Source: an optimization exercise on an open RTL-to-GDS flow (aim: a short achievable clock period and few clock cycles per item). Production flows keep margins and buffers that such runs may drop.
Function was checked by simulation only, so behaviour that the tests miss may differ from the original.
No run shown here takes its clock network from TritonCTS; it comes from the design's own scripts or RTL.
The clock port is modelled as an ideal driver, which makes a skipped or thinned clock tree look cheaper than it is; a real chip needs a root buffer or a tree.
Power and IR drop assume default switching activity.

==> flow/design.v <==
`timescale 1ns/1ps
`default_nettype none
package dproc_pkg;
  localparam int xlen = 32;
  localparam logic [2:0] ALU_ADD   = 3'd0;
  localparam logic [2:0] ALU_XOR   = 3'd1;
  localparam logic [2:0] ALU_OR    = 3'd2;
  localparam logic [2:0] ALU_AND   = 3'd3;
  localparam logic [2:0] ALU_SLT   = 3'd4;
  localparam logic [2:0] ALU_SLTU  = 3'd5;
  localparam logic [2:0] ALU_SHIFT = 3'd6;
  localparam logic [2:0] BR_EQ  = 3'd0;
  localparam logic [2:0] BR_NE  = 3'd1;
  localparam logic [2:0] BR_LT  = 3'd2;
  localparam logic [2:0] BR_GE  = 3'd3;
  localparam logic [2:0] BR_LTU = 3'd4;
  localparam logic [2:0] BR_GEU = 3'd5;
  localparam int rsp_w = 1 + 5 + xlen + 1 + 20;
endpackage
`default_nettype wire
`timescale 1ns/1ps
`default_nettype none
module regfile (
  input  wire logic        clk_i,
  input  wire logic        arst_n_i,
  input  wire logic [31:1] rs1_oh_i,
  input  wire logic [31:1] rs2_oh_i,
  output logic [31:0]      rs1_data_o,
  output logic [31:0]      rs2_data_o,
  input  wire logic        we_i,
  input  wire logic [4:0]  waddr_i,
  input  wire logic [31:0] wdata_i
);
  logic [31:0] regs_q [31:1];
  always_ff @(posedge clk_i or negedge arst_n_i) begin
    if (!arst_n_i) begin
      for (int i = 1; i < 32; i++) begin
        regs_q[i] <= '0;
      end
    end else if (we_i && (waddr_i != 5'd0)) begin
      regs_q[waddr_i] <= wdata_i;
    end
  end
  always_comb begin
    rs1_data_o = '0;
    rs2_data_o = '0;
    for (int i = 1; i < 32; i++) begin
      rs1_data_o = rs1_data_o | ({32{rs1_oh_i[i]}} & regs_q[i]);
      rs2_data_o = rs2_data_o | ({32{rs2_oh_i[i]}} & regs_q[i]);
    end
  end
endmodule
`default_nettype wire
`timescale 1ns/1ps
`default_nettype none
module pipe_reg #(
  parameter int width = 32
) (
  input  wire logic             clk_i,
  input  wire logic             arst_n_i,
  input  wire logic             in_valid_i,
  input  wire logic [width-1:0] in_i,
  output logic                  out_valid_o,
  input  wire logic             out_ready_i,
  output logic [width-1:0]      out_o,
  output logic                  out_busy_o
);
  logic             head_valid_q;
  logic [width-1:0] head_q;
  logic [width-1:0] mem_q [8];
  logic [2:0]       rd_ptr_q;
  logic [2:0]       wr_ptr_q;
  logic [2:0]       count_q;      
  logic             pop;
  logic [2:0]       rd_ptr_d;
  logic [2:0]       count_d;
  logic             head_valid_d;
  logic [width-1:0] mem_at_rd;
  logic [width-1:0] mem_at_next;
  assign pop        = (count_q != 3'd0) & out_ready_i;
  assign rd_ptr_d   = rd_ptr_q + {2'd0, pop};
  assign count_d    = count_q + {2'd0, in_valid_i} - {2'd0, pop};
  assign head_valid_d = in_valid_i | (out_ready_i ? (count_q >= 3'd2) : (count_q != 3'd0));
  assign out_busy_o   = (count_q != 3'd0);
  assign mem_at_rd   = mem_q[rd_ptr_q];
  assign mem_at_next = mem_q[rd_ptr_q + 3'd1];
  always_ff @(posedge clk_i or negedge arst_n_i) begin
    if (!arst_n_i) begin
      head_valid_q <= 1'b0;
      rd_ptr_q     <= '0;
      wr_ptr_q     <= '0;
      count_q      <= '0;
    end else begin
      head_valid_q <= head_valid_d;
      rd_ptr_q     <= rd_ptr_d;
      wr_ptr_q     <= wr_ptr_q + {2'd0, in_valid_i};
      count_q      <= count_d;
    end
  end
  logic [width-1:0] head_if_taken;
  logic [width-1:0] head_if_kept;
  assign head_if_taken = (count_q <= 3'd1) ? in_i : mem_at_next;
  assign head_if_kept  = (count_q == 3'd0) ? in_i : mem_at_rd;
  always_ff @(posedge clk_i) begin
    head_q <= out_ready_i ? head_if_taken : head_if_kept;
  end
  always_ff @(posedge clk_i) begin
    for (int i = 0; i < 8; i++) begin
      if (in_valid_i && (wr_ptr_q == 3'(i))) begin
        mem_q[i] <= in_i;
      end
    end
  end
  assign out_valid_o = head_valid_q;
  assign out_o       = head_q;
endmodule
`default_nettype wire
`timescale 1ns/1ps
`default_nettype none
module alu (
  input  wire logic [31:0] op1_i,
  input  wire logic [31:0] op2_i,
  input  wire logic [31:0] add1_i,      
  input  wire logic [31:0] add2_i,      
  input  wire logic        cin_i,       
  input  wire logic [31:0] shl_op_i,    
  input  wire logic [31:0] shr_op_i,    
  input  wire logic        fill_i,      
  input  wire logic [4:0]  shl_amt_i,   
  input  wire logic [4:0]  shr_amt_i,   
  input  wire logic [4:0]  shl_amt_n_i, 
  input  wire logic [4:0]  shr_amt_n_i,
  input  wire logic        sel_add_i,
  input  wire logic        sel_xor_i,
  input  wire logic        sel_or_i,
  input  wire logic        sel_and_i,
  input  wire logic        sel_slt_i,
  input  wire logic        sel_sltu_i,
  input  wire logic        sel_shl_i,
  input  wire logic        sel_shr_i,
  input  wire logic [5:0]  cond_i,      
  output logic [31:0]      result_o,
  output logic             taken_o
);
  logic [31:0] sum;
  logic [32:0] sum_ext;
  logic [31:0] shl;
  logic [31:0] shr;
  logic        fill;
  logic [31:0] shl_st [6];
  logic [31:0] shr_st [6];
  logic        lt, ltu, eq;
  assign sum_ext = {add1_i, 1'b1} + {add2_i, cin_i};
  assign sum     = sum_ext[32:1];
  assign eq  = (op1_i == op2_i);
  assign lt  = ($signed(op1_i) < $signed(op2_i));
  assign ltu = (op1_i < op2_i);
  assign fill = fill_i & shr_op_i[31];
  always_comb begin
    shl_st[0] = shl_op_i;
    shr_st[0] = shr_op_i;
    for (int s = 0; s < 5; s++) begin
      for (int i = 0; i < 32; i++) begin
        if ((i < 16) ? shl_amt_i[s] : ~shl_amt_n_i[s]) begin
          shl_st[s+1][i] = (i >= (1 << s)) ? shl_st[s][i - (1 << s)] : 1'b0;
        end else begin
          shl_st[s+1][i] = shl_st[s][i];
        end
        if ((i < 16) ? shr_amt_i[s] : ~shr_amt_n_i[s]) begin
          shr_st[s+1][i] = (i + (1 << s) < 32) ? shr_st[s][i + (1 << s)] : fill;
        end else begin
          shr_st[s+1][i] = shr_st[s][i];
        end
      end
    end
  end
  assign shl = shl_st[5];
  assign shr = shr_st[5];
  assign result_o = sum | shl | shr
                  | ({32{sel_xor_i}} & (op1_i ^ op2_i))
                  | ({32{sel_or_i}}  & (op1_i | op2_i))
                  | ({32{sel_and_i}} & (op1_i & op2_i))
                  | {31'd0, (sel_slt_i & lt) | (sel_sltu_i & ltu)};
  assign taken_o = (cond_i[0] & eq)  | (cond_i[1] & ~eq) |
                   (cond_i[2] & lt)  | (cond_i[3] & ~lt) |
                   (cond_i[4] & ltu) | (cond_i[5] & ~ltu);
endmodule
`default_nettype wire
`timescale 1ns/1ps
`default_nettype none
module exec_core (
  input  wire logic                  clk_i,
  input  wire logic                  arst_n_i,
  input  wire logic                  issue_valid_i,
  output logic                       issue_ready_o,
  input  wire logic [2:0]            issue_alu_op_i,
  input  wire logic                  issue_sub_i,
  input  wire logic                  issue_shift_right_i,
  input  wire logic                  issue_shift_arith_i,
  input  wire logic [4:0]            issue_rs1_i,
  input  wire logic [4:0]            issue_rs2_i,
  input  wire logic                  issue_use_imm_i,
  input  wire logic [31:0]           issue_imm_i,
  input  wire logic [4:0]            issue_rd_i,
  input  wire logic                  issue_write_i,
  input  wire logic                  issue_branch_i,
  input  wire logic [2:0]            issue_branch_cond_i,
  input  wire logic [19:0]           issue_branch_offset_i,
  output logic                       res_valid_o,
  input  wire logic                  res_ready_i,
  output logic                       res_write_o,
  output logic [4:0]                 res_rd_o,
  output logic [31:0]                res_result_o,
  output logic                       res_branch_taken_o,
  output logic [19:0]                res_branch_offset_o
);
  localparam int qdepth = 4;
  logic       ready_q;
  logic [2:0] credit_q;
  logic [2:0] credit_d;
  logic       fire;
  logic       retire;
  logic       res_busy;
  assign issue_ready_o = ready_q;
  assign fire          = issue_valid_i & ready_q;
  assign retire        = res_busy & res_ready_i;
  assign credit_d      = credit_q + {2'd0, fire} - {2'd0, retire};
  always_ff @(posedge clk_i or negedge arst_n_i) begin
    if (!arst_n_i) begin
      credit_q <= '0;
      ready_q  <= 1'b0;
    end else begin
      credit_q <= credit_d;
      case ({fire, retire})
        2'b10:   ready_q <= (credit_q <= 3'(qdepth - 1));
        2'b01:   ready_q <= 1'b1;
        default: ready_q <= (credit_q <= 3'(qdepth));
      endcase
    end
  end
  logic        d_valid_q;
  logic [31:1] d_rs1_oh_q;
  logic [31:1] d_rs2_oh_q;
  logic [4:0]  d_rs1_q;
  logic [4:0]  d_rs2_q;
  logic        d_use_imm_q;
  logic [31:0] d_imm_q;
  logic [4:0]  d_rd_q;
  logic        d_write_q;
  logic        d_wen_q;
  logic        d_sub_q;
  logic        d_fill_q;
  logic [7:0]  d_sel_q;     
  logic [5:0]  d_cond_q;    
  logic [19:0] d_off_q;
  always_ff @(posedge clk_i or negedge arst_n_i) begin
    if (!arst_n_i) begin
      d_valid_q <= 1'b0;
    end else begin
      d_valid_q <= fire;
    end
  end
  always_ff @(posedge clk_i) begin
    for (int i = 1; i < 32; i++) begin
      d_rs1_oh_q[i] <= (issue_rs1_i == 5'(i));
      d_rs2_oh_q[i] <= (issue_rs2_i == 5'(i));
    end
    d_rs1_q     <= issue_rs1_i;
    d_rs2_q     <= issue_rs2_i;
    d_use_imm_q <= issue_use_imm_i;
    d_imm_q     <= issue_imm_i;
    d_rd_q      <= issue_rd_i;
    d_write_q   <= issue_write_i;
    d_wen_q     <= issue_write_i & (issue_rd_i != 5'd0);
    d_sub_q     <= issue_sub_i;
    d_fill_q    <= issue_shift_right_i & issue_shift_arith_i;
    d_sel_q[0]  <= (issue_alu_op_i == dproc_pkg::ALU_ADD);
    d_sel_q[1]  <= (issue_alu_op_i == dproc_pkg::ALU_XOR);
    d_sel_q[2]  <= (issue_alu_op_i == dproc_pkg::ALU_OR);
    d_sel_q[3]  <= (issue_alu_op_i == dproc_pkg::ALU_AND);
    d_sel_q[4]  <= (issue_alu_op_i == dproc_pkg::ALU_SLT);
    d_sel_q[5]  <= (issue_alu_op_i == dproc_pkg::ALU_SLTU);
    d_sel_q[6]  <= (issue_alu_op_i == dproc_pkg::ALU_SHIFT) & ~issue_shift_right_i;
    d_sel_q[7]  <= (issue_alu_op_i == dproc_pkg::ALU_SHIFT) & issue_shift_right_i;
    d_cond_q[0] <= issue_branch_i & (issue_branch_cond_i == dproc_pkg::BR_EQ);
    d_cond_q[1] <= issue_branch_i & (issue_branch_cond_i == dproc_pkg::BR_NE);
    d_cond_q[2] <= issue_branch_i & (issue_branch_cond_i == dproc_pkg::BR_LT);
    d_cond_q[3] <= issue_branch_i & (issue_branch_cond_i == dproc_pkg::BR_GE);
    d_cond_q[4] <= issue_branch_i & (issue_branch_cond_i == dproc_pkg::BR_LTU);
    d_cond_q[5] <= issue_branch_i & (issue_branch_cond_i == dproc_pkg::BR_GEU);
    d_off_q     <= issue_branch_offset_i;
  end
  logic        e_valid_q;
  logic        e_wen_q;
  logic [4:0]  e_rd_q;
  logic        w_valid_q;
  logic        w_wen_q;
  logic [4:0]  w_rd_q;
  logic [31:0] w_result_q;
  logic [31:0] alu_result;
  logic        alu_taken;
  logic [31:0] rf_rs1;
  logic [31:0] rf_rs2;
  logic        fwd_e1, fwd_e2, fwd_w1, fwd_w2;
  logic [31:0] opnd1_d;
  logic [31:0] opnd2_d;
  regfile u_regfile (
    .clk_i      (clk_i),
    .arst_n_i   (arst_n_i),
    .rs1_oh_i   (d_rs1_oh_q),
    .rs2_oh_i   (d_rs2_oh_q),
    .rs1_data_o (rf_rs1),
    .rs2_data_o (rf_rs2),
    .we_i       (w_wen_q),
    .waddr_i    (w_rd_q),
    .wdata_i    (w_result_q)
  );
  assign fwd_e1 = e_wen_q & (e_rd_q == d_rs1_q);
  assign fwd_e2 = e_wen_q & (e_rd_q == d_rs2_q) & ~d_use_imm_q;
  assign fwd_w1 = w_wen_q & (w_rd_q == d_rs1_q);
  assign fwd_w2 = w_wen_q & (w_rd_q == d_rs2_q);
  assign opnd1_d = fwd_e1 ? alu_result : (fwd_w1 ? w_result_q : rf_rs1);
  assign opnd2_d = fwd_e2 ? alu_result :
                   (d_use_imm_q ? d_imm_q : (fwd_w2 ? w_result_q : rf_rs2));
  logic [31:0] e_op1_q;
  logic [31:0] e_op2_q;
  logic [31:0] e_add1_q;
  logic [31:0] e_add2_q;
  logic        e_cin_q;
  logic [31:0] e_shl_op_q;
  logic [31:0] e_shr_op_q;
  logic [4:0]  e_shl_amt_q;
  logic [4:0]  e_shr_amt_q;
  logic [4:0]  e_shl_amt_n_q;
  logic [4:0]  e_shr_amt_n_q;
  logic        e_write_q;
  logic        e_fill_q;
  logic [7:0]  e_sel_q;
  logic [5:0]  e_cond_q;
  logic [19:0] e_off_q;
  always_ff @(posedge clk_i or negedge arst_n_i) begin
    if (!arst_n_i) begin
      e_valid_q <= 1'b0;
      e_wen_q   <= 1'b0;
    end else begin
      e_valid_q <= d_valid_q;
      e_wen_q   <= d_valid_q & d_wen_q;
    end
  end
  always_ff @(posedge clk_i) begin
    e_op1_q     <= opnd1_d;
    e_op2_q     <= opnd2_d;
    e_add1_q    <= d_sel_q[0] ? opnd1_d : 32'd0;
    e_add2_q    <= d_sel_q[0] ? (opnd2_d ^ {32{d_sub_q}}) : 32'd0;
    e_cin_q     <= d_sel_q[0] & d_sub_q;
    e_shl_op_q  <= d_sel_q[6] ? opnd1_d : 32'd0;
    e_shr_op_q  <= d_sel_q[7] ? opnd1_d : 32'd0;
    e_shl_amt_q <= d_sel_q[6] ? opnd2_d[4:0] : 5'd0;
    e_shr_amt_q <= d_sel_q[7] ? opnd2_d[4:0] : 5'd0;
    e_shl_amt_n_q <= ~(d_sel_q[6] ? opnd2_d[4:0] : 5'd0);
    e_shr_amt_n_q <= ~(d_sel_q[7] ? opnd2_d[4:0] : 5'd0);
    e_rd_q      <= d_rd_q;
    e_write_q   <= d_write_q;
    e_fill_q    <= d_fill_q;
    e_sel_q     <= d_sel_q;
    e_cond_q    <= d_cond_q;
    e_off_q     <= d_off_q;
  end
  alu u_alu (
    .op1_i      (e_op1_q),
    .op2_i      (e_op2_q),
    .add1_i     (e_add1_q),
    .add2_i     (e_add2_q),
    .cin_i      (e_cin_q),
    .shl_op_i   (e_shl_op_q),
    .shr_op_i   (e_shr_op_q),
    .fill_i     (e_fill_q),
    .shl_amt_i  (e_shl_amt_q),
    .shr_amt_i  (e_shr_amt_q),
    .shl_amt_n_i(e_shl_amt_n_q),
    .shr_amt_n_i(e_shr_amt_n_q),
    .sel_add_i  (e_sel_q[0]),
    .sel_xor_i  (e_sel_q[1]),
    .sel_or_i   (e_sel_q[2]),
    .sel_and_i  (e_sel_q[3]),
    .sel_slt_i  (e_sel_q[4]),
    .sel_sltu_i (e_sel_q[5]),
    .sel_shl_i  (e_sel_q[6]),
    .sel_shr_i  (e_sel_q[7]),
    .cond_i     (e_cond_q),
    .result_o   (alu_result),
    .taken_o    (alu_taken)
  );
  logic        w_write_q;
  logic        w_taken_q;
  logic [19:0] w_off_q;
  always_ff @(posedge clk_i or negedge arst_n_i) begin
    if (!arst_n_i) begin
      w_valid_q <= 1'b0;
      w_wen_q   <= 1'b0;
    end else begin
      w_valid_q <= e_valid_q;
      w_wen_q   <= e_wen_q;
    end
  end
  always_ff @(posedge clk_i) begin
    w_result_q <= alu_result;
    w_rd_q     <= e_rd_q;
    w_write_q  <= e_write_q;
    w_taken_q  <= alu_taken;
    w_off_q    <= e_off_q;
  end
  logic [dproc_pkg::rsp_w-1:0] q_out;
  pipe_reg #(
    .width (dproc_pkg::rsp_w)
  ) u_resq (
    .clk_i       (clk_i),
    .arst_n_i    (arst_n_i),
    .in_valid_i  (w_valid_q),
    .in_i        ({w_write_q, w_rd_q, w_result_q, w_taken_q, w_off_q}),
    .out_valid_o (res_valid_o),
    .out_ready_i (res_ready_i),
    .out_o       (q_out),
    .out_busy_o  (res_busy)
  );
  assign {res_write_o, res_rd_o, res_result_o, res_branch_taken_o, res_branch_offset_o} = q_out;
endmodule
`default_nettype wire
==> flow/flow/run.sh <==
#!/bin/bash
# Standard layout with two changes: timing repair aims further below the clock period,
# and the clock tree is a hand-built balanced three-level tree (flow/pre_cts.tcl).
set -e
export SETUP_SLACK_MARGIN=6.6
export PRE_CTS_TCL=$PWD/flow/pre_cts.tcl
bash standard.sh > standard.log 2>&1
==> flow/flow/mycts.tcl <==
# Balanced two-level clock tree built by hand: the clock port feeds a few root buffers,
# each root feeds a group of leaf buffers, each leaf feeds a cluster of nearby flip-flops.
proc kmeans {pts k iters {slack 1.05}} {
  # pts: list of {x y}; returns list of cluster indices
  set n [llength $pts]
  set cx {}; set cy {}
  # seed centres by sorting on x+y and picking evenly
  set order [lsort -integer -indices [lmap p $pts {expr {[lindex $p 0] + [lindex $p 1]}}]]
  for {set c 0} {$c < $k} {incr c} {
    set p [lindex $pts [lindex $order [expr {int(($c + 0.5) * $n / $k)}]]]
    lappend cx [lindex $p 0]; lappend cy [lindex $p 1]
  }
  set cap [expr {int(ceil(1.0 * $n / $k * $slack))}]
  for {set it 0} {$it < $iters} {incr it} {
    # capacity-limited assignment: points ordered by their best distance
    set cnt [lrepeat $k 0]
    set assign [lrepeat $n -1]
    set cand {}
    set i 0
    foreach p $pts {
      set px [lindex $p 0]; set py [lindex $p 1]
      set ds {}
      for {set c 0} {$c < $k} {incr c} {
        lappend ds [list [expr {abs($px - [lindex $cx $c]) + abs($py - [lindex $cy $c])}] $c]
      }
      set ds [lsort -integer -index 0 $ds]
      lappend cand [list [lindex $ds 0 0] $i $ds]
      incr i
    }
    foreach e [lsort -integer -index 0 $cand] {
      set i [lindex $e 1]
      foreach d [lindex $e 2] {
        set c [lindex $d 1]
        if {[lindex $cnt $c] < $cap} {
          lset assign $i $c
          lset cnt $c [expr {[lindex $cnt $c] + 1}]
          break
        }
      }
    }
    # recentre
    set sx [lrepeat $k 0]; set sy [lrepeat $k 0]
    set i 0
    foreach p $pts {
      set c [lindex $assign $i]
      lset sx $c [expr {[lindex $sx $c] + [lindex $p 0]}]
      lset sy $c [expr {[lindex $sy $c] + [lindex $p 1]}]
      incr i
    }
    for {set c 0} {$c < $k} {incr c} {
      if {[lindex $cnt $c] > 0} {
        lset cx $c [expr {[lindex $sx $c] / [lindex $cnt $c]}]
        lset cy $c [expr {[lindex $sy $c] / [lindex $cnt $c]}]
      }
    }
  }
  return [list $assign $cx $cy]
}

proc build_clock_tree {clk_port leaf_size n_roots buf_name {mid_size 0}} {
  set db [ord::get_db]
  set block [ord::get_db_block]
  set master [$db findMaster $buf_name]
  set clk_net [$block findNet $clk_port]
  set sinks {}
  set pts {}
  foreach it [$clk_net getITerms] {
    set inst [$it getInst]
    set loc [$inst getLocation]
    set m [$inst getMaster]
    lappend sinks $it
    lappend pts [list [expr {[lindex $loc 0] + [$m getWidth] / 2}] [expr {[lindex $loc 1] + [$m getHeight] / 2}]]
  }
  set n [llength $sinks]
  set k [expr {int(ceil(1.0 * $n / $leaf_size))}]
  puts "mycts: $n sinks, $k leaf buffers, $n_roots roots"
  lassign [kmeans $pts $k 12] assign cx cy
  # leaf buffers
  set leaves {}
  for {set c 0} {$c < $k} {incr c} {
    set inst [odb::dbInst_create $block $master "cts_leaf_$c"]
    $inst setLocation [expr {int([lindex $cx $c])}] [expr {int([lindex $cy $c])}]
    $inst setPlacementStatus PLACED
    set net [odb::dbNet_create $block "clknet_leaf_$c"]
    $net setSigType CLOCK
    [$inst findITerm X] connect $net
    lappend leaves $inst
  }
  set i 0
  foreach it $sinks {
    set c [lindex $assign $i]
    $it disconnect
    $it connect [$block findNet "clknet_leaf_$c"]
    incr i
  }
  # optional middle level: groups of about mid_size leaves share one buffer
  set upper $leaves
  set ux $cx; set uy $cy
  if {$mid_size > 1} {
    set nm [expr {int(ceil(1.0 * $k / $mid_size))}]
    set nm [expr {int(ceil(1.0 * $nm / $n_roots)) * $n_roots}]
    set lpts {}
    for {set c 0} {$c < $k} {incr c} { lappend lpts [list [lindex $cx $c] [lindex $cy $c]] }
    lassign [kmeans $lpts $nm 12 1.0] massign mx my
    set mids {}
    for {set m 0} {$m < $nm} {incr m} {
      set inst [odb::dbInst_create $block $master "cts_mid_$m"]
      $inst setLocation [expr {int([lindex $mx $m])}] [expr {int([lindex $my $m])}]
      $inst setPlacementStatus PLACED
      set net [odb::dbNet_create $block "clknet_mid_$m"]
      $net setSigType CLOCK
      [$inst findITerm X] connect $net
      lappend mids $inst
    }
    for {set c 0} {$c < $k} {incr c} {
      [[lindex $leaves $c] findITerm A] connect [$block findNet "clknet_mid_[lindex $massign $c]"]
    }
    puts "mycts: $nm middle buffers"
    set upper $mids
    set ux $mx; set uy $my
  }
  # root buffers over groups of the level below
  set nu [llength $upper]
  set lpts {}
  for {set c 0} {$c < $nu} {incr c} { lappend lpts [list [lindex $ux $c] [lindex $uy $c]] }
  lassign [kmeans $lpts $n_roots 12 1.0] rassign rx ry
  for {set r 0} {$r < $n_roots} {incr r} {
    set inst [odb::dbInst_create $block $master "cts_root_$r"]
    $inst setLocation [expr {int([lindex $rx $r])}] [expr {int([lindex $ry $r])}]
    $inst setPlacementStatus PLACED
    set net [odb::dbNet_create $block "clknet_root_$r"]
    $net setSigType CLOCK
    [$inst findITerm X] connect $net
    [$inst findITerm A] connect $clk_net
  }
  for {set c 0} {$c < $nu} {incr c} {
    [[lindex $upper $c] findITerm A] connect [$block findNet "clknet_root_[lindex $rassign $c]"]
  }
}
==> flow/flow/pre_cts.tcl <==
# Hook sourced by ORFS cts.tcl before clock tree synthesis.
# Builds a balanced three-level clock tree by hand (clock port -> 4 root buffers ->
# middle buffers (5 leaves each) -> leaf buffers -> about 18 flip-flops each) and then
# stands in for clock_tree_synthesis,
# so the rest of the standard cts step (legalisation, timing repair) runs unchanged.
source [file join [file dirname [info script]] mycts.tcl]
build_clock_tree clk_i 18 4 sky130_fd_sc_hd__clkbuf_16 5
rename clock_tree_synthesis orfs_clock_tree_synthesis
proc clock_tree_synthesis {args} {
  puts "clock tree already built by pre_cts.tcl"
  set_propagated_clock [all_clocks]
}
==> flow/standard.sh <==
#!/bin/bash
# synth_recipe.tcl (not shown) runs the flow's synth.tcl, then flattens the netlist and writes it again
# the make line also repeats each setting of config.mk as NAME=value (left out here)
make -C /OpenROAD-flow-scripts/flow DESIGN_CONFIG=/design/flow/config.mk WORK_HOME=/design/flow/orfs CLKGATE_MAP_FILE= SYNTH_SCRIPT=/design/flow/synth_recipe.tcl "${@:-finish}"
==> flow/config.mk <==
export PLATFORM = sky130hd
export DESIGN_NAME = exec_core
export DESIGN_NICKNAME = exec_core
export VERILOG_FILES = /design/flow/design.v
export SDC_FILE = /design/flow/constraint.sdc
export NUM_CORES = 4
export LEC_CHECK = 0
export ABC_CLOCK_PERIOD_IN_PS = 2000
export CAP_MARGIN = 20
export CORE_MARGIN = 2
export CORE_UTILIZATION = 40
export SLEW_MARGIN = 20
==> flow/constraint.sdc <==
create_clock -name core_clock -period 9.0 [get_ports {clk_i}]
set_input_delay 1.8000 -clock core_clock [delete_from_list [all_inputs] [get_ports {clk_i}]]
set_output_delay 1.8000 -clock core_clock [all_outputs]
set_load 0.01 [all_outputs]
==> results.json, run 1 <==
{
  "status": "no timing/DRC/antenna violations",
  "pwr_density_cell_nw_per_um2": 226,
  "synth-seq-cells": 2000,
  "power_frac_comb": 0.350,
  "clock_skew_ns": 0.0848,
  "pwr-share-clk": 0.230,
  "grt_pass1_vias": 75600,
  "firstDrtPassIters": 12,
  "wl_per_cell_um": 39.1,
  "slew_violations": 0,
  "die_w_um": 485,
  "drtAntennaViolNets": 0,
  "cpLargestDelayFamily": "simple AND/OR/NAND/NOR gates",
  "nNetsFinal": 8276,
  "track_usage": 0.350,
  "vias": 79900,
  "use_met3": 0.146,
  "path_max_fanout": 10,
  "holdBufCountCts": 0,
  "syn_area_per_cell_um2": 12.1,
  "syn_inst": 7680,
  "drtIter0Drc": 15200,
  "synth_nets": 7907,
  "synth_edf_count": 472,
  "start_util": 0.402,
  "cp_slowest_cell": "nand4_1",
  "clkLatencyLatePin_ns": 0.63,
  "ys_warn_count": 8,
  "worstPathArrival_ns": 3.53,
  "routed_wl_mm": 434,
  "die_h_um": 485,
  "dp_hpwl_mm": 225,
  "end_kind": "flop",
  "critPathBufInv": 2,
  "fin_area_um2": 114000,
  "grt_max_degree": 120,
  "post-route-util": 0.495,
  "leakage_nw": 47.1,
  "antenna_found_initial": 36,
  "synth_cell_types": 87,
  "grt_util_met1": 0.428,
  "finalSetupViolations": 0,
  "yosys_most_used_dff": "dfrtp_1",
  "hp-class": "reg -> reg",
  "start_kind": "flop",
  "pin_count": 144,
  "seq_power_share": 0.420,
  "clk_pin_slew_ns": 0.08,
  "gp_congestion": 0.968,
  "fp-row-count": 176,
  "whs_ns": 0.324,
  "cpPeakStageDelay_ns": 0.59,
  "area_delta_synth_final_pct": 23.1,
  "setup_tns_ns": 0,
  "core_area_um2": 230000,
  "grt_pass1_wl_mm": 592,
  "grtUsageMet2": 0.499,
  "timing.slew.headroom": 0.144,
  "async_flop_share": 0.506,
  "swShare": 0.346,
  "max_freq_mhz": 325,
  "vdd_drop_max_uv": 239,
  "hold_violations": 0,
  "switchingPower_mw": 8.90,
  "route.detailed.drc": 0,
  "syn_area_um2": 92600,
  "period_share": 0.342,
  "die-area_um2": 235000,
  "required_ns": 9.45,
  "yosysSeqAreaShare": 0.538,
  "p_int_mw": 16.8,
  "min_period_ns": 3.08,
  "drive_above_1_share": 0.369,
  "place_area_um2": 97800,
  "grt_busiest_layer": "met2",
  "worst-slew-pin-transition_ns": 1.28,
  "crit_path_cell_trace": "buf_4, buf_4, a221oi_1, nand4_1, nor3_1, nor3_1, a211o_1, o21a_1, mux2i_1",
  "critPathKind": "reg -> reg",
  "maxCapViolCount": 0,
  "overflow": 0,
  "rsz0062_at_grt": "yes",
  "viasPerCell": 7.20,
  "io_buffers": 143
}
[placed cells by master, fill, tap and decap left out, drive strengths merged, types with 183 or more instances in the layout]
cell type	netlist	routed
nand4	184	184
o21ai	264	264
a22o	402	402
a22oi	255	255
nor2	248	250
a21oi	183	183
edfxtp	472	472
buf	127	778
dfrtp	1011	1011
dfxtp	517	517
mux2	1037	1037
nand2	414	414
mux2i	187	187
a221oi	462	462
[final timing paths]
kind	cells past startpoint	from	slack, ns	end
setup / recovery	9	d_rs2_oh_q[24]$_DFF_P_	5.92	e_add2_q[19]$_SDFF_PN0_
hold / removal	0	d_off_q[17]$_DFF_P_	0.32	e_off_q[17]$_DFF_P_
setup reg to reg	9	d_rs2_oh_q[24]$_DFF_P_	5.92	e_add2_q[19]$_SDFF_PN0_
hold reg to reg	0	d_off_q[17]$_DFF_P_	0.32	e_off_q[17]$_DFF_P_
max in group asynchronous	2	arst_n_i	6.90	u_regfile.regs_q[25][2]$_DFFE_PN0P_
min in group asynchronous	1	arst_n_i	1.11	u_regfile.regs_q[17][2]$_DFFE_PN0P_
[registers in the layout, summed over array words and instances, names as in the netlist, 6 cells and up]
register	cells
w_result_q	32
u_regfile.regs_q	992
u_resq.head_q	59
d_off_q	20
e_op2_q	32
d_cond_q	6
e_off_q	20
e_op1_q	32
u_resq.mem_q	472
d_imm_q	32
e_add1_q	32
w_off_q	20
e_add2_q	32
e_shl_op_q	32
d_sel_q	8
e_shr_op_q	32
d_rs2_oh_q	31
d_rs1_oh_q	31
e_cond_q	6
[cell type report]
| class | instances | area (um2) |
|---|---|---|
| inverter | 151 | 596 |
| tap | 3026 | 3790 |
| buffer | 140 | 3500 |
| fill | 19600 | 116000 |
| sequential | 2000 | 50300 |
| timing repair buffer | 890 | 11200 |
| antenna | 21 | 52.6 |
| multi-input combinational | 4866 | 44600 |
[cell usage after synthesis, drive strengths merged, types with 127 or more instances]
cell	count	area, um2
a22oi	255	1910
o21ai	264	1320
a221oi	462	4050
edfxtp	472	14200
nand4	184	1150
nor3	149	746
dfxtp	517	10300
inv	151	567
ha	141	1760
mux2	1037	11700
a22o	402	3520
a21oi	183	920
nor2	248	931
buf	127	537
clkbuf	543	2040
dfrtp	1011	25300
nand2	414	1550
mux2i	187	1870
[logic make-up (layout without fill, tap and decap cells)]
family,Yosys count,count (layout),synth area share
AOI/OAI and AO/OA,2002,2004,0.166
buffers and inverters,821,1181,0.0339
other,0,21,0
adders and majority gates,144,144,0.0197
DFF,2000,2000,0.538
muxes,1304,1304,0.166
and+or+nand+nor,1362,1367,0.0724
xor gates and xnor gates,47,47,0.00445
[stage by stage]
step,total power [mW],std cells,setup slack [ns]
finish,25.7,11100,5.92
global route,26.4,11100,5.90
CTS,24.7,11000,5.95
detailed placement,16.6,10400,4.77
global placement,16.5,10400,4.86
floorplan,14.4,7680,5.62
[timing repair]
action | 4_1_cts | 5_1_grt
gates resized for setup | 1634 | 323
pin swaps | 336 | 216
endpoints found under the setup margin | 2589 | 1369
setup buffers | 409 | 90
cloned | 53 | 9
[metal layers]
metal | routed length [um] | up-vias
met5 | 553 | -
met4 | 39700 | 18
met3 | 67700 | 2375
met2 | 177000 | 7487
met1 | 149000 | 39700
li1 | - | 30300
[power by group through the flow]
stage	logic [mW]	clock network (mW)	registers, mW
after detailed placement	5.66	0	11.0
after floorplan	3.74	0	10.6
after CTS	8.04	5.91	10.8
after global placement	5.57	0	11.0
final	8.99	5.91	10.8
after global routing	9.31	6.22	10.9
Testbench counts, summed over its fixed seeds: cycles 8,032, items 8,000.
==> inputs of run 2 (changes only) <==
--- a/flow/design.v
+++ b/flow/design.v
@@ -121,9 +121,6 @@
   input  wire logic [31:0] op1_i,
   input  wire logic [31:0] op2_i,
-  input  wire logic [31:0] add1_i,      
   input  wire logic [31:0] add2_i,      
-  input  wire logic        cin_i,       
-  input  wire logic [31:0] shl_op_i,    
-  input  wire logic [31:0] shr_op_i,    
+  input  wire logic        sub_i,       
   input  wire logic        fill_i,      
   input  wire logic [4:0]  shl_amt_i,   
@@ -151,13 +148,13 @@
   logic [31:0] shr_st [6];
   logic        lt, ltu, eq;
-  assign sum_ext = {add1_i, 1'b1} + {add2_i, cin_i};
+  assign sum_ext = {op1_i, 1'b1} + {add2_i, sub_i};
   assign sum     = sum_ext[32:1];
   assign eq  = (op1_i == op2_i);
   assign lt  = ($signed(op1_i) < $signed(op2_i));
   assign ltu = (op1_i < op2_i);
-  assign fill = fill_i & shr_op_i[31];
+  assign fill = fill_i & op1_i[31];
   always_comb begin
-    shl_st[0] = shl_op_i;
-    shr_st[0] = shr_op_i;
+    shl_st[0] = op1_i;
+    shr_st[0] = op1_i;
     for (int s = 0; s < 5; s++) begin
       for (int i = 0; i < 32; i++) begin
@@ -177,9 +174,11 @@
   assign shl = shl_st[5];
   assign shr = shr_st[5];
-  assign result_o = sum | shl | shr
+  assign result_o = ({32{sel_add_i}} & sum)
                   | ({32{sel_xor_i}} & (op1_i ^ op2_i))
                   | ({32{sel_or_i}}  & (op1_i | op2_i))
                   | ({32{sel_and_i}} & (op1_i & op2_i))
-                  | {31'd0, (sel_slt_i & lt) | (sel_sltu_i & ltu)};
+                  | {31'd0, (sel_slt_i & lt) | (sel_sltu_i & ltu)}
+                  | ({32{sel_shl_i}} & shl)
+                  | ({32{sel_shr_i}} & shr);
   assign taken_o = (cond_i[0] & eq)  | (cond_i[1] & ~eq) |
                    (cond_i[2] & lt)  | (cond_i[3] & ~lt) |
@@ -325,9 +324,5 @@
   logic [31:0] e_op1_q;
   logic [31:0] e_op2_q;
-  logic [31:0] e_add1_q;
   logic [31:0] e_add2_q;
-  logic        e_cin_q;
-  logic [31:0] e_shl_op_q;
-  logic [31:0] e_shr_op_q;
   logic [4:0]  e_shl_amt_q;
   logic [4:0]  e_shr_amt_q;
@@ -335,4 +330,5 @@
   logic [4:0]  e_shr_amt_n_q;
   logic        e_write_q;
+  logic        e_sub_q;
   logic        e_fill_q;
   logic [7:0]  e_sel_q;
@@ -351,9 +347,5 @@
     e_op1_q     <= opnd1_d;
     e_op2_q     <= opnd2_d;
-    e_add1_q    <= d_sel_q[0] ? opnd1_d : 32'd0;
-    e_add2_q    <= d_sel_q[0] ? (opnd2_d ^ {32{d_sub_q}}) : 32'd0;
-    e_cin_q     <= d_sel_q[0] & d_sub_q;
-    e_shl_op_q  <= d_sel_q[6] ? opnd1_d : 32'd0;
-    e_shr_op_q  <= d_sel_q[7] ? opnd1_d : 32'd0;
+    e_add2_q    <= opnd2_d ^ {32{d_sub_q}};
     e_shl_amt_q <= d_sel_q[6] ? opnd2_d[4:0] : 5'd0;
     e_shr_amt_q <= d_sel_q[7] ? opnd2_d[4:0] : 5'd0;
@@ -362,4 +354,5 @@
     e_rd_q      <= d_rd_q;
     e_write_q   <= d_write_q;
+    e_sub_q     <= d_sub_q;
     e_fill_q    <= d_fill_q;
     e_sel_q     <= d_sel_q;
@@ -370,9 +363,6 @@
     .op1_i      (e_op1_q),
     .op2_i      (e_op2_q),
-    .add1_i     (e_add1_q),
     .add2_i     (e_add2_q),
-    .cin_i      (e_cin_q),
-    .shl_op_i   (e_shl_op_q),
-    .shr_op_i   (e_shr_op_q),
+    .sub_i      (e_sub_q),
     .fill_i     (e_fill_q),
     .shl_amt_i  (e_shl_amt_q),
==> results.json, run 2 <==
{
  "status": "no timing/DRC/antenna violations",
  "drive_above_1_share": 0.365,
  "synth_top_cells_by_count": "mux2_2, dfrtp_1, clkbuf_1",
  "worstPathArrival_ns": 3.60,
  "drtIter0Drc": 14300,
  "firstDrtPassIters": 9,
  "required_ns": 9.48,
  "synth_area_leader_cell": "dfrtp_1",
  "power_frac_comb": 0.349,
  "yosysMostFrequentCell": "mux2_2",
  "yosysSeqAreaShare": 0.538,
  "clk_pin_slew_ns": 0.09,
  "grt_max_degree": 167,
  "fillCellCount": 19100,
  "routed_wl_mm": 407,
  "r2r-start": "e_shl_amt_n_q[1]$_DFF_P_",
  "worst-slew-pin-transition_ns": 1.24,
  "vdd_drop_max_uv": 349,
  "die_w_um": 476,
  "period_share": 0.346,
  "pwr_density_cell_nw_per_um2": 231,
  "swShare": 0.347,
  "io_buffers": 143,
  "drtAntennaViolNets": 0,
  "path_max_fanout": 11,
  "clkLatencyLatePin_ns": 0.63,
  "crit_path_cell_trace": "buf_12, mux4_2, mux4_2, and2_4, a31oi_4, o211ai_1, or4_4, mux2_4, xnor2_2",
  "rsz0062_at_grt": "yes",
  "die_h_um": 476,
  "cpLargestDelayFamily": "multiplexers",
  "pwr-share-clk": 0.228,
  "p_int_mw": 16.1,
  "nNetsFinal": 7666,
  "post-route-util": 0.482,
  "pin_count": 144,
  "multi_input_area_um2": 42200,
  "start_util": 0.402,
  "track_usage": 0.339,
  "die-area_um2": 227000,
  "largest_reg_flops": 992,
  "whs_path_depth": 0,
  "crit_top_cell": "mux4_2",
  "start_kind": "flop",
  "syn_area_per_cell_um2": 12.3,
  "end_kind": "flop",
  "yosys.area.top_type_share": 0.284,
  "clock_skew_ns": 0.101,
  "viasPerCell": 7.21,
  "route.detailed.drc": 0,
  "ff2ff_setup_slack_ns": 5.89,
  "ys_warn_count": 8,
  "critPathKind": "reg -> reg",
  "overflow": 0,
  "grt_pass1_vias": 70300,
  "maxCapViolCount": 0,
  "cp_slowest_cell": "or4_4",
  "holdBufCountCts": 0,
  "seq_power_share": 0.422,
  "synth_edf_count": 472,
  "leakage_nw": 44.1,
  "hold_violations": 0,
  "hp-class": "reg -> reg",
  "largestRegisters": "u_regfile.regs_q: 992 flops, u_resq.mem_q: 472 flops, u_resq.head_q: 59 flops",
  "synth_nets": 7456,
  "max_freq_mhz": 321,
  "min_period_ns": 3.11,
  "core_area_um2": 222000,
  "fp-row-count": 173,
  "r2r_cells": 9,
  "dp_hpwl_mm": 207,
  "vias": 75200,
  "slew_violations": 0,
  "cpPeakStageDelay_ns": 0.56,
  "critPathBufInv": 1,
  "async_flop_share": 0.530,
  "syn_inst": 7229,
  "finalSetupViolations": 0,
  "hold_end": "w_off_q[19]$_DFF_P_",
  "final_common_cell": "mux2_2",
  "synth_area_leaders": "dfrtp_1, edfxtp_1, mux2_2",
  "syn_area_um2": 89100,
  "gp_congestion": 0.955,
  "switchingPower_mw": 8.56,
  "area_delta_synth_final_pct": 19.9,
  "synth-seq-cells": 1907,
  "rr_endpoint": "e_add2_q[26]$_DFF_P_",
  "wl_per_cell_um": 39.0,
  "synth_cell_types": 81,
  "top_register": "u_regfile.regs_q",
  "timing.slew.headroom": 0.175,
  "yosys_most_used_dff": "dfrtp_1",
  "antenna_found_initial": 25,
  "ff_latch_area_um2": 48500,
  "setup_tns_ns": 0,
  "mostFrequentLayoutCells": "mux2_2, dfrtp_1, a22oi_1",
  "holdCritStartpoint": "e_off_q[19]$_DFF_P_",
  "grt_pass1_wl_mm": 549
}
-- run 2: cell types whose count changed after synthesis, sizes merged, moves of 52 or more --
cell    delta
nand2    -143
a22o     -118
dfxtp     -93
and2      -66
a221oi   -169
nand3     +65
nor3      -52
o21ai     -53
a22oi    +219
-- run 2: how the worst max path moves through the flow --
stage | start | end | cells past startpoint | slack (ns)
floorplan | res_ready_i | credit_q[2]$_DFF_PN0_ | 9 | 5.91
global placement | u_resq.rd_ptr_q[2]$_DFF_PN0_ | u_resq.head_q[55]$_DFF_P_ | 8 | 4.94
detailed placement | u_resq.rd_ptr_q[2]$_DFF_PN0_ | u_resq.head_q[1]$_DFF_P_ | 7 | 4.89
CTS | e_shl_amt_n_q[0]$_DFF_P_ | e_add2_q[26]$_DFF_P_ | 8 | 5.87
global route | e_sub_q$_DFF_P_ | e_add2_q[9]$_DFF_P_ | 11 | 5.88
finish | e_shl_amt_n_q[1]$_DFF_P_ | e_add2_q[26]$_DFF_P_ | 9 | 5.89
-- run 2: kinds of logic after synthesis --
logic type,synth area share
mux,0.177
fa+ha+maj,0.0205
simple gates,0.0584
xor+xnor,0.00677
buf+inv,0.0327
compound gates,0.167
flops,0.538
-- run 2: timing repair --
action,CTS,global route
gates cloned,40,14
setup buffers,217,122
setup endpoints to repair,2517,1096
pin swaps,133,176
resized for setup,1172,434
-- run 2: layout make-up --
class / count / share of cell area
plain buffers: 134 / 0.0314
repair buffers: 714 / 0.0803
inverters: 127 / 0.00459
diodes: 16 / 0.000375
multi-input cells: 4555 / 0.395
flip-flops and latches: 1907 / 0.454
well taps: 2975 / 0.0348
-- run 2: metrics by stage --
stage	std cells	hold WS (ns)	total power, mW	setup slack, ns	cell area, um2
floorplan	7229	0.310	13.9	5.91	89900
global placement	9884	0.311	15.9	4.94	94200
detailed placement	9885	0.312	16.0	4.89	94200
CTS	10300	0.330	23.4	5.87	104000
global route	10400	0.333	25.3	5.88	107000
finish	10400	0.328	24.7	5.89	107000
-- run 2: power by group through the flow --
| stage | registers, mW | logic, mW | clock network [mW] |
|---|---|---|---|
| floorplan | 10.2 | 3.61 | 0 |
| global placement | 10.6 | 5.36 | 0 |
| detailed placement | 10.6 | 5.46 | 0 |
| CTS | 10.4 | 7.37 | 5.62 |
| global route | 10.5 | 8.91 | 5.91 |
| finish | 10.4 | 8.62 | 5.63 |
-- run 2: layer usage --
metal  track usage  wire [um]  up-vias
li1              -          -    28500
met1         0.427     145000    37700
met2         0.496     167000     6963
met3         0.126      61200     2041
met4         0.198      33400       22
met5       0.00533        425        -
Testbench counts of run 2, summed over its fixed seeds: cycles 8,032, items 8,000.
==> inputs of run 3 (changes only) <==
--- a/flow/design.v
+++ b/flow/design.v
@@ -121,6 +121,9 @@
   input  wire logic [31:0] op1_i,
   input  wire logic [31:0] op2_i,
+  input  wire logic [31:0] add1_i,      
   input  wire logic [31:0] add2_i,      
-  input  wire logic        sub_i,       
+  input  wire logic        cin_i,       
+  input  wire logic [31:0] shl_op_i,    
+  input  wire logic [31:0] shr_op_i,    
   input  wire logic        fill_i,      
   input  wire logic [4:0]  shl_amt_i,   
@@ -141,5 +144,4 @@
 );
   logic [31:0] sum;
-  logic [32:0] sum_ext;
   logic [31:0] shl;
   logic [31:0] shr;
@@ -148,13 +150,50 @@
   logic [31:0] shr_st [6];
   logic        lt, ltu, eq;
-  assign sum_ext = {op1_i, 1'b1} + {add2_i, sub_i};
-  assign sum     = sum_ext[32:1];
+  logic [31:0] add_g [6];
+  logic [31:0] add_p [6];
+  logic [31:0] add_x;
+  always_comb begin
+    add_x    = add1_i ^ add2_i;
+    add_g[0] = add1_i & add2_i;
+    add_p[0] = add_x;
+    add_g[0][0] = add_g[0][0] | (add_p[0][0] & cin_i);
+    for (int l = 0; l < 5; l++) begin
+      for (int i = 0; i < 32; i++) begin
+        if (i >= (1 << l)) begin
+          add_g[l+1][i] = add_g[l][i] | (add_p[l][i] & add_g[l][i - (1 << l)]);
+          add_p[l+1][i] = add_p[l][i] & add_p[l][i - (1 << l)];
+        end else begin
+          add_g[l+1][i] = add_g[l][i];
+          add_p[l+1][i] = add_p[l][i];
+        end
+      end
+    end
+    sum = add_x ^ {add_g[5][30:0], cin_i};
+  end
+  logic [31:0] cmp_g [6];
+  logic [31:0] cmp_p [6];
+  always_comb begin
+    cmp_g[0] = op1_i & ~op2_i;
+    cmp_p[0] = op1_i | ~op2_i;
+    cmp_g[0][0] = cmp_g[0][0] | cmp_p[0][0];
+    for (int l = 0; l < 5; l++) begin
+      for (int i = 0; i < 32; i++) begin
+        if (i >= (1 << l)) begin
+          cmp_g[l+1][i] = cmp_g[l][i] | (cmp_p[l][i] & cmp_g[l][i - (1 << l)]);
+          cmp_p[l+1][i] = cmp_p[l][i] & cmp_p[l][i - (1 << l)];
+        end else begin
+          cmp_g[l+1][i] = cmp_g[l][i];
+          cmp_p[l+1][i] = cmp_p[l][i];
+        end
+      end
+    end
+  end
   assign eq  = (op1_i == op2_i);
-  assign lt  = ($signed(op1_i) < $signed(op2_i));
-  assign ltu = (op1_i < op2_i);
-  assign fill = fill_i & op1_i[31];
+  assign ltu = ~cmp_g[5][31];
+  assign lt  = ltu ^ op1_i[31] ^ op2_i[31];
+  assign fill = fill_i & shr_op_i[31];
   always_comb begin
-    shl_st[0] = op1_i;
-    shr_st[0] = op1_i;
+    shl_st[0] = shl_op_i;
+    shr_st[0] = shr_op_i;
     for (int s = 0; s < 5; s++) begin
       for (int i = 0; i < 32; i++) begin
@@ -174,11 +213,9 @@
   assign shl = shl_st[5];
   assign shr = shr_st[5];
-  assign result_o = ({32{sel_add_i}} & sum)
+  assign result_o = sum | shl | shr
                   | ({32{sel_xor_i}} & (op1_i ^ op2_i))
                   | ({32{sel_or_i}}  & (op1_i | op2_i))
                   | ({32{sel_and_i}} & (op1_i & op2_i))
-                  | {31'd0, (sel_slt_i & lt) | (sel_sltu_i & ltu)}
-                  | ({32{sel_shl_i}} & shl)
-                  | ({32{sel_shr_i}} & shr);
+                  | {31'd0, (sel_slt_i & lt) | (sel_sltu_i & ltu)};
   assign taken_o = (cond_i[0] & eq)  | (cond_i[1] & ~eq) |
                    (cond_i[2] & lt)  | (cond_i[3] & ~lt) |
@@ -324,5 +361,9 @@
   logic [31:0] e_op1_q;
   logic [31:0] e_op2_q;
+  logic [31:0] e_add1_q;
   logic [31:0] e_add2_q;
+  logic        e_cin_q;
+  logic [31:0] e_shl_op_q;
+  logic [31:0] e_shr_op_q;
   logic [4:0]  e_shl_amt_q;
   logic [4:0]  e_shr_amt_q;
@@ -330,5 +371,4 @@
   logic [4:0]  e_shr_amt_n_q;
   logic        e_write_q;
-  logic        e_sub_q;
   logic        e_fill_q;
   logic [7:0]  e_sel_q;
@@ -347,5 +387,9 @@
     e_op1_q     <= opnd1_d;
     e_op2_q     <= opnd2_d;
-    e_add2_q    <= opnd2_d ^ {32{d_sub_q}};
+    e_add1_q    <= d_sel_q[0] ? opnd1_d : 32'd0;
+    e_add2_q    <= d_sel_q[0] ? (opnd2_d ^ {32{d_sub_q}}) : 32'd0;
+    e_cin_q     <= d_sel_q[0] & d_sub_q;
+    e_shl_op_q  <= d_sel_q[6] ? opnd1_d : 32'd0;
+    e_shr_op_q  <= d_sel_q[7] ? opnd1_d : 32'd0;
     e_shl_amt_q <= d_sel_q[6] ? opnd2_d[4:0] : 5'd0;
     e_shr_amt_q <= d_sel_q[7] ? opnd2_d[4:0] : 5'd0;
@@ -354,5 +398,4 @@
     e_rd_q      <= d_rd_q;
     e_write_q   <= d_write_q;
-    e_sub_q     <= d_sub_q;
     e_fill_q    <= d_fill_q;
     e_sel_q     <= d_sel_q;
@@ -363,6 +406,9 @@
     .op1_i      (e_op1_q),
     .op2_i      (e_op2_q),
+    .add1_i     (e_add1_q),
     .add2_i     (e_add2_q),
-    .sub_i      (e_sub_q),
+    .cin_i      (e_cin_q),
+    .shl_op_i   (e_shl_op_q),
+    .shr_op_i   (e_shr_op_q),
     .fill_i     (e_fill_q),
     .shl_amt_i  (e_shl_amt_q),
==> results.json, run 3 <==
{
  "grt_max_degree": 157,
  "die_h_um": 487,
  "synth_area_leader_cell": "dfrtp_1",
  "yosysMostFrequentCell": "dfrtp_1",
  "vias": 78700,
  "yosys_most_used_dff": "dfrtp_1",
  "period_share": 0.346,
  "drtIter0Drc": 13200,
  "final_common_cell": "dfrtp_1",
  "grt_util_met1": 0.418,
  "gp_congestion": 0.949,
  "finalSetupViolations": 0,
  "core_area_um2": 233000,
  "syn_inst": 7732,
  "grt_busiest_layer": "met2",
  "yosys.area.top_type_share": 0.271,
  "cpPeakStageDelay_ns": 0.87,
  "pin_count": 144,
  "stdcell_count": 11100,
  "placed_cells": 10400,
  "start_kind": "flop",
  "synth_nets": 7990,
  "vdd_drop_max_uv": 219,
  "crit_path_cell_trace": "buf_12, a222oi_1, nand3_1, nor2_1, a311oi_1, a21oi_1, nor2_1, a211o_1, a21oi_1",
  "clock_skew_ns": 0.111,
  "route.detailed.drc": 0,
  "start_util": 0.402,
  "grt_pass1_vias": 75000,
  "whs_ns": 0.297,
  "yosysSeqAreaShare": 0.533,
  "clk_pin_slew_ns": 0.09,
  "syn_area_per_cell_um2": 12.1,
  "largestRegisters": "u_regfile.regs_q: 992 flops, u_resq.mem_q: 472 flops, u_resq.head_q: 59 flops",
  "maxCapViolCount": 0,
  "top_register": "u_regfile.regs_q",
  "path_max_fanout": 32,
  "worstPathArrival_ns": 3.70,
  "die-area_um2": 238000,
  "pwr_density_cell_nw_per_um2": 228,
  "end_kind": "flop",
  "fin_area_um2": 114000,
  "die_w_um": 487,
  "setup_tns_ns": 0,
  "leakage_nw": 47.0,
  "required_ns": 9.58,
  "mostFrequentLayoutCells": "dfrtp_1, mux2_2, edfxtp_1",
  "min_period_ns": 3.12,
  "cp_slowest_cell": "nor2_1",
  "routed_wl_mm": 427,
  "overflow": 0,
  "clkLatencyLatePin_ns": 0.66,
  "io_buffers": 143,
  "track_usage": 0.340,
  "holdBufCountCts": 0,
  "nNetsFinal": 8294,
  "critPathKind": "reg -> reg",
  "ys_warn_count": 12,
  "grtUsageMet2": 0.493,
  "critPathBufInv": 1,
  "wl_per_cell_um": 38.5,
  "syn_area_um2": 93500,
  "fp-row-count": 177,
  "setup_ws_ns": 5.88,
  "drive_above_1_share": 0.350,
  "firstDrtPassIters": 14,
  "dp_slack_ns": 3.79,
  "synth_edf_count": 472,
  "largest_reg_flops": 992,
  "synth_cell_types": 89,
  "slew_violations": 0,
  "hp-class": "reg -> reg",
  "dp_hpwl_mm": 225,
  "use_met3": 0.131,
  "async_flop_share": 0.506,
  "place_area_um2": 98500,
  "hold_violations": 0,
  "rsz0062_at_grt": "yes",
  "cpLargestDelayFamily": "compound AO/OA/AOI/OAI gates",
  "status": "no timing/DRC/antenna violations",
  "max_freq_mhz": 321,
  "synth_area_leaders": "dfrtp_1, edfxtp_1, mux2_2",
  "area_delta_synth_final_pct": 21.8,
  "timing.slew.headroom": 0.185,
  "drtAntennaViolNets": 0,
  "synth-seq-cells": 2000,
  "worst-slew-pin-transition_ns": 1.22,
  "grt_pass1_wl_mm": 581,
  "antenna_found_initial": 34,
  "synth_top_cells_by_count": "dfrtp_1, mux2_2, dfxtp_1",
  "viasPerCell": 7.09
}
==> run 3: worst paths after layout <==
path	from	end	slack, ns	depth (start not counted)
min in group asynchronous	arst_n_i	u_regfile.regs_q[3][2]$_DFFE_PN0P_	1.11	1
hold / removal	e_off_q[14]$_DFF_P_	w_off_q[14]$_DFF_P_	0.30	0
setup / recovery	d_rs2_oh_q[15]$_DFF_P_	e_add2_q[29]$_SDFF_PN0_	5.88	9
max in group asynchronous	arst_n_i	u_resq.rd_ptr_q[0]$_DFF_PN0_	6.67	2
setup reg to reg	d_rs2_oh_q[15]$_DFF_P_	e_add2_q[29]$_SDFF_PN0_	5.88	9
hold reg to reg	e_off_q[14]$_DFF_P_	w_off_q[14]$_DFF_P_	0.30	0
==> run 3: stage by stage <==
stage / power [mW] / utilization
after global routing: 26.8 / 0.490
after detailed placement: 16.9 / 0.424
after global placement: 16.8 / 0.423
after floorplan: 14.5 / -
after CTS: 25.2 / 0.478
final: 26.0 / 0.490
==> run 3: layout make-up <==
type | instances | area, um2
Buffer | 140 | 3500
Timing Repair Buffer | 827 | 10300
Tap cell | 3043 | 3810
Multi-Input combinational cell | 4925 | 45400
Antenna cell | 23 | 57.6
Inverter | 142 | 552
Fill cell | 19900 | 119000
Sequential cell | 2000 | 50200
==> run 3: timing repair <==
item | CTS | global route
setup endpoints to repair | 2575 | 809
buffers inserted | 321 | 112
gates resized for setup | 1579 | 380
gates cloned | 45 | 10
pin swaps | 351 | 231
==> run 3: kinds of logic after synthesis <==
logic type	share of synthesized area
adder cells (fa/ha/maj)	0.0237
flip-flops	0.533
AO/OA/AOI/OAI	0.168
buffers and inverters	0.0338
multiplexers	0.171
AND/OR/NAND/NOR	0.0662
XOR/XNOR	0.00422
==> run 3: worst register-to-register path: stages, from the launching register on <==
cell and delay, ns:
dfxtp_2 0.34, buf_12 0.24, a222oi_1 0.43, nand3_1 0.12, nor2_1 0.87, a311oi_1 0.38
a21oi_1 0.22, nor2_1 0.06, a211o_1 0.28, a21oi_1 0.15
==> run 3: power by group <==
group | switching, mW | internal, mW | leakage (nW)
combinational | 5.09 | 4.18 | 22.6
sequential | 0.728 | 10.1 | 22.6
clock | 3.15 | 2.78 | 1.73
==> run 3: metal layers <==
layer  part of all wire  vias up
met4              0.089       20
met5             0.0012        -
met2               0.41     6838
li1                   -    30500
met3               0.15     2138
met1               0.35    39300
Testbench counts of run 3, summed over its fixed seeds: cycles 8,032, items 8,000.
==> inputs of run 4 (changes only) <==
--- a/flow/design.v
+++ b/flow/design.v
@@ -157,5 +157,4 @@
     add_g[0] = add1_i & add2_i;
     add_p[0] = add_x;
-    add_g[0][0] = add_g[0][0] | (add_p[0][0] & cin_i);
     for (int l = 0; l < 5; l++) begin
       for (int i = 0; i < 32; i++) begin
@@ -169,5 +168,5 @@
       end
     end
-    sum = add_x ^ {add_g[5][30:0], cin_i};
+    sum = add_x ^ {add_g[5][30:0] | (add_p[5][30:0] & {31{cin_i}}), cin_i};
   end
   logic [31:0] cmp_g [6];
==> flow/flow/run.sh (replaced) <==
#!/bin/bash
# Standard layout with two changes: timing repair aims further below the clock period,
# and the clock tree is a hand-built balanced tree of clock inverters (flow/pre_cts.tcl).
set -e
export SETUP_SLACK_MARGIN=6.6
export PRE_CTS_TCL=$PWD/flow/pre_cts.tcl
bash standard.sh > standard.log 2>&1
==> flow/flow/mytree.tcl (new file) <==
# Generic balanced clock tree built by hand, level by level from the flip-flops up.
# sizes: fan-out of each level from the bottom (sinks per leaf driver, leaves per next
# driver, ...); the top level always has n_roots drivers fed by the clock port.
source [file join [file dirname [info script]] mycts.tcl]

proc out_term {inst} {
  foreach it [$inst getITerms] {
    if {[$it isOutputSignal]} { return $it }
  }
}
proc in_term {inst} {
  foreach it [$inst getITerms] {
    if {[$it isInputSignal]} { return $it }
  }
}

proc build_tree_levels {clk_port sizes n_roots cell} {
  set db [ord::get_db]
  set block [ord::get_db_block]
  set master [$db findMaster $cell]
  set clk_net [$block findNet $clk_port]
  # current loads: list of {iterm x y}
  set loads {}
  foreach it [$clk_net getITerms] {
    set inst [$it getInst]
    set loc [$inst getLocation]
    set m [$inst getMaster]
    lappend loads [list $it [expr {[lindex $loc 0] + [$m getWidth] / 2}] [expr {[lindex $loc 1] + [$m getHeight] / 2}]]
  }
  set nlev [expr {[llength $sizes] + 1}]
  for {set lev 0} {$lev < $nlev} {incr lev} {
    set n [llength $loads]
    if {$lev == $nlev - 1} {
      set k $n_roots
    } else {
      set k [expr {int(ceil(1.0 * $n / [lindex $sizes $lev]))}]
    }
    set pts [lmap l $loads {list [lindex $l 1] [lindex $l 2]}]
    set slackf [expr {$lev == 0 ? 1.05 : 1.0}]
    lassign [kmeans $pts $k 12 $slackf] assign cx cy
    set newloads {}
    set nets {}
    for {set c 0} {$c < $k} {incr c} {
      set inst [odb::dbInst_create $block $master "cts_l${lev}_$c"]
      $inst setLocation [expr {int([lindex $cx $c])}] [expr {int([lindex $cy $c])}]
      $inst setPlacementStatus PLACED
      set net [odb::dbNet_create $block "clknet_l${lev}_$c"]
      $net setSigType CLOCK
      [out_term $inst] connect $net
      lappend nets $net
      lappend newloads [list [in_term $inst] [lindex $cx $c] [lindex $cy $c]]
    }
    set i 0
    foreach l $loads {
      set it [lindex $l 0]
      $it disconnect
      $it connect [lindex $nets [lindex $assign $i]]
      incr i
    }
    puts "mytree: level $lev: $k drivers for $n loads"
    set loads $newloads
  }
  foreach l $loads { [lindex $l 0] connect $clk_net }
}
==> flow/flow/pre_cts.tcl (replaced) <==
# Hook sourced by ORFS cts.tcl before clock tree synthesis.
# Builds a balanced clock tree by hand from four levels of clkinv_16 (an even count, so
# the flip-flops see the clock's own polarity): clock port -> 4 roots -> 2 each ->
# 4 each -> leaf inverters driving about 16 nearby flip-flops each. It then stands in
# for clock_tree_synthesis, so the rest of the standard cts step (legalisation, timing
# repair) runs unchanged.
source [file join [file dirname [info script]] mytree.tcl]
build_tree_levels clk_i {16 4 4} 4 sky130_fd_sc_hd__clkinv_16
# cts.tcl runs repair_clock_inverters after this hook; it would clone the tree's
# inverters next to every flip-flop, so it is skipped as well
rename repair_clock_inverters orfs_repair_clock_inverters
proc repair_clock_inverters {args} {
  puts "clock inverters left as built by pre_cts.tcl"
}
rename clock_tree_synthesis orfs_clock_tree_synthesis
proc clock_tree_synthesis {args} {
  puts "clock tree already built by pre_cts.tcl"
  set_propagated_clock [all_clocks]
}
==> results.json, run 4 <==
{
  "grt_util_met1": 0.432,
  "synth_edf_count": 472,
  "core_area_um2": 233000,
  "start_kind": "flop",
  "max_freq_mhz": 332,
  "leakage_nw": 47.7,
  "synth_cell_types": 98,
  "power_mw": 26.7,
  "final_common_cell": "mux2_2",
  "synth_area_leader_cell": "dfrtp_1",
  "pin_count": 144,
  "cpPeakStageDelay_ns": 0.56,
  "syn_inst": 7728,
  "hold_violations": 0,
  "grtUsageMet2": 0.504,
  "yosysMostFrequentCell": "mux2_2",
  "vdd_drop_max_uv": 275,
  "overflow": 0,
  "grt_busiest_layer": "met2",
  "clk_pin_slew_ns": 0.05,
  "drive_above_1_share": 0.369,
  "async_flop_share": 0.506,
  "rsz0062_at_grt": "yes",
  "routed_wl_mm": 439,
  "setup_tns_ns": 0,
  "dp_hpwl_mm": 230,
  "route.detailed.drc": 0,
  "period_share": 0.334,
  "timing.slew.headroom": 0.186,
  "synth_nets": 7986,
  "crit_path_cell_trace": "buf_6, a22o_1, a221oi_1, nand4_1, nor3_1, nand2_1, o211ai_1, o21ai_4, and2_1",
  "synth-seq-cells": 2000,
  "worst-slew-pin-transition_ns": 1.22,
  "area_delta_synth_final_pct": 24.3,
  "maxCapViolCount": 0,
  "fillCellCount": 19700,
  "drtIter0Drc": 13900,
  "gp_congestion": 0.964,
  "hp-class": "reg -> reg",
  "yosysSeqAreaShare": 0.533,
  "syn_area_per_cell_um2": 12.1,
  "yosys.area.top_type_share": 0.271,
  "die_w_um": 487,
  "drtAntennaViolNets": 0,
  "slew_violations": 0,
  "wl_per_cell_um": 39.3,
  "antenna_found_initial": 30,
  "nNetsFinal": 8389,
  "synth_top_cells_by_count": "mux2_2, dfrtp_1, dfxtp_1",
  "clock_skew_ns": 0.0537,
  "clkLatencyLatePin_ns": 0.49,
  "viasPerCell": 7.15,
  "path_max_fanout": 20,
  "cp_slowest_cell": "nor3_1",
  "grt_pass1_vias": 75500,
  "fp-row-count": 177,
  "firstDrtPassIters": 11,
  "track_usage": 0.352,
  "status": "no timing/DRC/antenna violations",
  "syn_area_um2": 93500,
  "start_util": 0.402,
  "top_register": "u_regfile.regs_q",
  "min_period_ns": 3.01,
  "worstPathArrival_ns": 3.38,
  "pwr_density_cell_nw_per_um2": 229,
  "mostFrequentLayoutCells": "mux2_2, dfrtp_1, edfxtp_1",
  "required_ns": 9.37,
  "use_met3": 0.132,
  "grt_pass1_wl_mm": 596,
  "finalSetupViolations": 0,
  "vias": 80000,
  "holdBufCountCts": 0,
  "yosys_most_used_dff": "dfrtp_1",
  "grt_max_degree": 135,
  "synth_area_leaders": "dfrtp_1, edfxtp_1, mux2_2",
  "critPathKind": "reg -> reg",
  "die_h_um": 487,
  "largestRegisters": "u_regfile.regs_q: 992 flops, u_resq.mem_q: 472 flops, u_resq.head_q: 59 flops",
  "die-area_um2": 238000,
  "io_buffers": 143,
  "ys_warn_count": 12,
  "end_kind": "flop",
  "largest_reg_flops": 992
}
-- run 4: changes by cell type after synthesis, moves of 28 or more --
cell      before   now
a221oi_1     441   387
a22oi_1      274   304
mux2_1        52     0
mux2_2       989  1052
mux2i_1      217   257
o21ai_1       36     8
-- run 4: final timing paths --
check / from / endpoint / slack, ns / cells after the start
max: d_rs1_oh_q[29]$_DFF_P_ / e_add1_q[21]$_SDFF_PN0_ / 5.99 / 9
min: d_off_q[11]$_DFF_P_ / e_off_q[11]$_DFF_P_ / 0.27 / 0
max reg2reg: d_rs1_oh_q[29]$_DFF_P_ / e_add1_q[21]$_SDFF_PN0_ / 5.99 / 9
min reg2reg: d_off_q[11]$_DFF_P_ / e_off_q[11]$_DFF_P_ / 0.27 / 0
max in group asynchronous: arst_n_i / u_regfile.regs_q[29][15]$_DFFE_PN0P_ / 6.71 / 3
min in group asynchronous: arst_n_i / u_regfile.regs_q[20][18]$_DFFE_PN0P_ / 1.23 / 1
-- run 4: cell families after synthesis --
kind of cell / share of synthesized area
AOI/OAI and AO/OA: 0.164
xor gates and xnor gates: 0.00422
adders and majority gates: 0.0237
buffers and inverters: 0.0334
DFF: 0.533
muxes: 0.178
and+or+nand+nor: 0.0643
-- run 4: layer usage --
metal  vias to the layer above  routed length, um
met2                      7282             181000
met1                     39900             152000
li1                      30500                  -
met5                         -                 71
met3                      2291              64000
met4                        10              42000
-- run 4: what timing repair did --
action,CTS,global route
buffers inserted,341,128
pin swaps,208,260
endpoints found under the setup margin,2684,894
cloned,52,17
resized for setup,1464,497
-- run 4: where the power goes --
part,leakage (nW),total [mW],internal [mW],switching (mW)
registers,22.6,10.9,10.1,0.745
clock network,1.93,6.52,1.34,5.18
logic,23.1,9.26,4.02,5.24
-- run 4: metrics by stage --
| step | worst slack, ns | hold WS, ns | utilization | instances | instance area, um2 |
|---|---|---|---|---|---|
| finish | 5.99 | 0.270 | 0.500 | 11200 | 116000 |
| global route | 6.02 | 0.286 | 0.500 | 11200 | 116000 |
| CTS | 6.09 | 0.264 | 0.486 | 11000 | 113000 |
| detailed placement | 4.05 | 0.312 | 0.424 | 10500 | 98700 |
| global placement | 4.07 | 0.310 | 0.424 | 10500 | 98700 |
| floorplan | 5.61 | 0.310 | - | 7728 | 94100 |
-- run 4: cell type report --
cell class | count | area, um2 | area share
repair buffers | 883 | 11000 | 0.0944
well taps | 3043 | 3810 | 0.0328
diodes | 19 | 47.5 | 0.000409
flip-flops and latches | 2000 | 50300 | 0.433
inverters | 318 | 5670 | 0.0488
multi-input cells | 4928 | 45400 | 0.391
-- run 4: critical path: cells and delay by family (launching register included) --
kind | cells | cell delay (ns)
AO/OA/AOI/OAI | 4 | 0.92
buffers and inverters | 1 | 0.38
AND/OR/NAND/NOR | 4 | 1.01
flip-flops | 1 | 0.55
Testbench counts of run 4, summed over its fixed seeds: cycles 8,032, items 8,000.

[afterwards: timing with drivers on the ports]
No port has a modelled driver above. Below, the same layouts with a new extraction and two added sets of constraints.
Step 1 assumes that a clkbuf_16 drives the clock port and a buf_2 every other input.
Step 2 times the ports against the registers' clock, not the clock port: input delays grow and output delays shrink by t, the midpoint of the rising clock arrivals with the driver on.
Three values: ideal, step 1, step 2; two values: the first two.
| run | t (ns) | setup WS [ns] | hold slack, ns |
|---|---|---|---|
| run 1 | 0.790 | 5.920 / 5.879 / 5.692 | 0.324 / 0.324 / 0.324 |
| run 2 | 0.798 | 5.887 / 5.859 / 5.792 | 0.328 / 0.328 / 0.328 |
| run 3 | 0.815 | 5.883 / 5.819 / 5.639 | 0.297 / 0.296 / 0.296 |
| run 4 | 0.783 | 5.990 / 5.877 / 5.713 | 0.270 / 0.270 / 0.270 |
After both steps every run listed still meets setup and hold. For run 4, which loses most, drivers alone change the setup slack by -0.113 ns; drivers and shift together by -0.277 ns.
